Context: an optimization exercise on an open-source flow, tuned for small area and a short achievable clock period. The choices shown serve that exercise and are no tape-out recipe. Where RTL was checked, it was by simulation tests only, not by an equivalence proof against the original. Power figures rest on the tool's default switching activity, not on a simulated workload.

==> flow/design.v (excerpt) <==
module emac_tx_top (
  input  logic                       tx_clk_i,
  input  logic                       reset_i,
  input  logic                       wr_en_i,
  input  logic                       rd_en_i,
  input  logic [emac_pkg::ADR_W-1:0] adr_i,
  input  emac_pkg::word_t            wr_data_i,
  output emac_pkg::word_t            rd_data_o,
  output logic                       tx_en_o,
  output emac_pkg::byte_t            tx_d_o
);
  logic                           busy;
  logic                           start;
  logic                           buf_push;
  logic                           buf_pop;
  logic [emac_pkg::BUF_CNT_W-1:0] buf_count;
  logic                           fetch_d;
  logic                           load;
  logic                           load_d;
  logic                           sync;
  logic                           dmode;
  emac_pkg::byte_t                crc_data;
  emac_pkg::word_t                wd0;
  emac_pkg::word_t                cur;
  emac_pkg::mac_addr_t            my_mac;
  emac_pkg::mac_addr_t            dst_mac;
  emac_pkg::ether_type_t          ether_type;
  logic                           crc_clear;
  logic                           crc_en;
  emac_pkg::word_t                crc;
  emac_pkg::word_t                crc_next;
  emac_regs i_regs (
    .tx_clk_i     (tx_clk_i),
    .reset_i      (reset_i),
    .wr_en_i      (wr_en_i),
  ...
For scale: ~6000 cells after synthesis, roughly 88 I/O pins, about 67000 µm² of cells after synthesis.
Settings: LEC_CHECK=0, ABC_AREA=1, CAP_MARGIN=20, CORE_MARGIN=2, CORE_UTILIZATION=40, SETUP_SLACK_MARGIN=3.3, SLEW_MARGIN=20; clock period 5.4 ns.
standard.sh (not shown) runs the stock make flow with config.mk's settings and CLKGATE_MAP_FILE= SYNTH_SCRIPT=/design/flow/synth_recipe.tcl, a recipe that flattens the netlist after the stock synthesis.
==> flow/flow/run.sh <==
#!/bin/bash
# Standard layout, with the port buffers made from buf_4 cells instead of
# the default pick, and larger clock sink clusters.
set -o pipefail
export BUFFER_PORTS_ARGS="-buffer_cell sky130_fd_sc_hd__buf_4"
export CTS_ARGS="-sink_clustering_enable -repair_clock_nets -sink_clustering_size 24 -sink_clustering_max_diameter 150"
bash standard.sh > standard.log 2>&1
Edit:
--- a/flow/config.mk
+++ b/flow/config.mk
@@ -6,5 +6,5 @@
 export NUM_CORES = 4
 export LEC_CHECK = 0
-export ABC_AREA = 1
+export ABC_CLOCK_PERIOD_IN_PS = 2400
 export CAP_MARGIN = 20
 export CORE_MARGIN = 2
Result: Routed wire length is lower by about 10%. Global-route usage is lower by 2.2 points. Core utilization is higher by 0.68 points.

---

emac_tx_top, a different RTL version from the one above (not shown whole).
For scale: ~4400 cells after synthesis, about 2500 flip-flops, ~88 I/O pins, about 0.068 mm^2 of cells after synthesis.
Settings: LEC_CHECK=0, ABC_CLOCK_PERIOD_IN_PS=2400, CAP_MARGIN=20, CORE_MARGIN=2, CORE_UTILIZATION=40, SETUP_SLACK_MARGIN=3.1, SLEW_MARGIN=20; clock period 5.4 ns.
==> flow/flow/run.sh <==
#!/bin/bash
# Standard layout, with the port buffers made from buf_4 cells instead of
# the default pick, so the fixed input and output delays are not lengthened.
set -o pipefail
cp standard.sh standard.sh.log.txt 2>/dev/null
export BUFFER_PORTS_ARGS="-buffer_cell sky130_fd_sc_hd__buf_4"
bash standard.sh > standard.log 2>&1
==> next run, changes <==
==> flow/flow/run.sh (replaced) <==
#!/bin/bash
# Standard layout, with the port buffers made from buf_4 cells instead of
# the default pick, and the clock tree's leaf buffers from clkbuf_8.
set -o pipefail
export BUFFER_PORTS_ARGS="-buffer_cell sky130_fd_sc_hd__buf_4"
export CTS_ARGS="-sink_clustering_enable -repair_clock_nets -sink_clustering_buffer sky130_fd_sc_hd__clkbuf_8"
bash standard.sh > standard.log 2>&1
Outcome: First-iteration DRC count came out lower by 5.5%. Register-to-register slack is better by 0.16 ns. Cell count came out higher by 3.3%. Clock skew came out higher by 0.0082 ns. Cell area came out higher by 0.55%. Sequential share of layout area came out lower by 0.33 points. Sequential cell count stays the same. Combinational power came out lower by about 1%. Setup slack is better by 0.16 ns.
No functional check of the RTL was part of any run of this note.

---

RTL: one of the versions met above, not the one the previous note started from.
Size: roughly 88 I/O pins, about 66000 µm² of cells after synthesis.
export LEC_CHECK = 0
export ABC_CLOCK_PERIOD_IN_PS = 2400
export CAP_MARGIN = 20
export CORE_MARGIN = 2
export CORE_UTILIZATION = 40
export SETUP_SLACK_MARGIN = 3.0
export SLEW_MARGIN = 20
create_clock -name core_clock -period 5.4 [get_ports {tx_clk_i}]
==> flow/flow/run.sh <==
#!/bin/bash
# Standard layout, with the port buffers made from buf_4 cells instead of
# the default pick, and larger clock sink clusters.
set -o pipefail
export BUFFER_PORTS_ARGS="-buffer_cell sky130_fd_sc_hd__buf_4"
export CTS_ARGS="-sink_clustering_enable -repair_clock_nets -sink_clustering_size 24 -sink_clustering_max_diameter 150"
bash standard.sh > standard.log 2>&1
Change:
- SETUP_SLACK_MARGIN: 3.0 -> 3.1
=>
- clock skew rises by 0.010 ns
- via count stays flat
- wire length went up by 0.63%
- area after synthesis does not change
- register-to-register slack is better by 0.05 ns
- sequential cell count stays the same
- final cell count is about the same
- final area went up by about 0.33%
- clock power hardly moves
- setup slack is about the same
- die area is unchanged
Change:
- CORE_UTILIZATION: 40 -> 35
- SETUP_SLACK_MARGIN: 3.1 -> 3.0
Outcome:
- The changed run passed the timing, design-rule and antenna checks
- register-to-register slack loses 0.10 ns
- setup slack stays flat
- global-route usage is lower by 2.5 points
- routed wire length stays flat
- cell count grows by 4.1%
- core utilization went down by 5.7 points
- total power barely changes
- die area rose by 14%
- sequential share of layout area is lower by 0.10 points

---

Setup of run 1:
emac_tx_top again, from the RTL that the note above started with.
export LEC_CHECK = 0
export ABC_CLOCK_PERIOD_IN_PS = 2400
export CAP_MARGIN = 20
export CORE_MARGIN = 2
export CORE_UTILIZATION = 40
export SETUP_SLACK_MARGIN = 3.0
export SLEW_MARGIN = 20
create_clock -name core_clock -period 5.4 [get_ports {tx_clk_i}]
==> flow/flow/run.sh <==
#!/bin/bash
# Standard layout, with the port buffers made from buf_4 cells instead of
# the default pick, and larger clock sink clusters.
set -o pipefail
export BUFFER_PORTS_ARGS="-buffer_cell sky130_fd_sc_hd__buf_4"
export CTS_ARGS="-sink_clustering_enable -repair_clock_nets -sink_clustering_size 26 -sink_clustering_max_diameter 160"
bash standard.sh > standard.log 2>&1
Setup changes, run 1 to run 2
Settings: a change of SETUP_SLACK_MARGIN from 3.0 to 3.6.
==> flow/flow/run.sh <==
#!/bin/bash
# Standard layout, with the port buffers made from buf_4 cells instead of
# the default pick, and larger clock sink clusters.
set -o pipefail
export BUFFER_PORTS_ARGS="-buffer_cell sky130_fd_sc_hd__buf_4"
export CTS_ARGS="-sink_clustering_enable -repair_clock_nets -sink_clustering_size 24 -sink_clustering_max_diameter 150"
bash standard.sh > standard.log 2>&1
==> comparison <==
- The flow did not stop early for run 2: all stages ran, and the layout cleared the timing, design-rule and antenna checks.
- Setup slack: run 2 > run 1
- Total number of vias delta for run 2 relative to run 1: 2,150 higher
- Going from run 1 to run 2, placed cell count was more or less identical; final period demand of the worst path went down by 32 ps; antenna diode count went down by 1.
- Relative to run 1, worst vdd rail ir drop has increased by 11% in run 2.
- [compare] base=run 1 new=run 2: delay of the slowest critical-path stage now sits at about the same level; leakage power now sits higher; wire length now sits higher.
The following lists how run 3 was set up differently from run 2:
Settings: SETUP_SLACK_MARGIN now 3.2, was 3.6.
--- outcome ---
Run comparison: run 2 launching instance or port of the critical path i_regs.rd_data_o[16]$_DFFE_PN0P_; run 3 launching instance or port of the critical path i_framer.tx_d_o[7]$_DFF_PN0_
Summary — cell count, run 3 relative to run 2: lower, by about 3%.
When the final numbers for run 2 and run 3 were put side by side, the final-layout clock buffer total turned out to be smaller in run 3.
rd_data_o[16] as the end point of the critical path was reported by run 2, and tx_d_o[7] by run 3.
Compared with run 2, in run 3 area of all placed cells without fillers went down by about 6%; total power went down by about 0.8%; routed wire length went down by 8.3%; met3 capacity usage during global routing went up by 0.21 points.
Between run 3 and run 2, the area of all sequential standard cells figures differ only marginally.
Wire length of the first global-routing pass: run 3 vs run 2 down 17,000 um
Relative to run 3, the following input files were edited for run 4:
Settings: SETUP_SLACK_MARGIN changed from 3.2 to 2.8.
### Flow results
Run 4 was carried through to the last stage, and its layout satisfied the timing, design-rule and antenna checks.
Switching power: run 3 vs run 4, no meaningful difference
Number of buffers inserted by post-CTS setup repair delta for run 4 relative to run 3: 25 lower
Switching share of power essentially unchanged between run 3 and run 4.
Signed area change from the synthesized netlist to the final layout was lower in the run labelled run 4.
The number of instances in the placed design on run 3 is in line with that on run 4.
Launching element of the worst setup path: i_framer.tx_d_o[7]$_DFF_PN0_ -> run 3, adr_i[0] -> run 4
Cell area, run 3 and run 4: smaller value in run 4
For total detailed-routing wirelength, run 3 and run 4 come out practically identical.
Summary of run 4 over run 3: total chip power about even; worst setup slack fell 84 ps.
For run 5, these inputs were changed with respect to run 4:
Settings: changing SETUP_SLACK_MARGIN from 2.8 to 3.3.
==> flow/flow/run.sh <==
#!/bin/bash
# Standard layout, with the port buffers made from buf_4 cells instead of
# the default pick, and larger clock sink clusters.
set -o pipefail
export BUFFER_PORTS_ARGS="-buffer_cell sky130_fd_sc_hd__buf_4"
export CTS_ARGS="-sink_clustering_enable -repair_clock_nets -sink_clustering_size 24 -sink_clustering_max_diameter 150 -balance_levels"
bash standard.sh > standard.log 2>&1
[summary]
Comparing area used by multi-input combinational logic for run 4 and run 5, the smaller number came from run 4. ~same well-tap cell count in run 4 and run 5. Setup slack after layout for run 5 is higher than for run 4. Compared with run 4, run 5 shows a higher number of standard cells in the final layout excluding fillers. Cmp run 4 and run 5 / fraction of met3 tracks used by global routing / lower: run 4. Compared with run 4, in run 5 post-layout minimum cycle time now smaller, power density relative to cell area now smaller.

static timing again, ports no longer ideal:
In the flow no input, the clock included, has a driving cell. The finished layouts below were timed again as built, in two steps. Step 1 sets driving cells, clkbuf_16 on the clock port and buf_2 on the other inputs (assumed; they add their load-dependent delay and slew). Step 2 moves the port delays by t, midway between the first and last clock arrival at a register: inputs arrive t later, outputs are due t later. That takes back most of the time a late clock gives input paths. Three values: ideal, step 1, step 2; two values: the first two.
run	t (ns)	slack for setup (ns)	worst setup path at the end	worst register clock-pin slew, ns	worst slew at a driven data input, ns
the first run of note 1	0.859	2.901 / 2.813 / 2.623	input to register	0.12 / 0.12	0.05
the second run of note 1	0.821	2.921 / 2.844 / 2.536	input to register	0.11 / 0.11	0.07
the first run of note 2	0.899	2.489 / 2.489 / 1.883	input to register	0.07 / 0.07	0.05
the second run of note 2	0.939	2.649 / 2.649 / 1.906	input to register	0.08 / 0.08	0.05
the first run of note 3	0.837	2.919 / 2.840 / 2.345	input to register	0.11 / 0.11	0.09
the second run of note 3	0.833	2.920 / 2.844 / 2.345	input to register	0.10 / 0.10	0.10
the third run of note 3	0.841	2.920 / 2.839 / 2.317	input to register	0.11 / 0.11	0.14
run 1	0.825	2.898 / 2.824 / 2.333	input to register	0.12 / 0.12	0.11
run 2	0.842	2.930 / 2.846 / 2.528	input to register	0.10 / 0.10	0.06
run 3	0.841	2.914 / 2.837 / 2.443	input to register	0.11 / 0.11	0.06
run 4	0.839	2.830 / 2.796 / 2.043	input to register	0.11 / 0.11	0.05
run 5	0.821	2.921 / 2.844 / 2.536	input to register	0.11 / 0.11	0.07
After both steps every run listed still meets setup and hold. The setup slack of run 4, which loses most, moves by -0.034 ns with the drivers and by -0.787 ns with both steps.
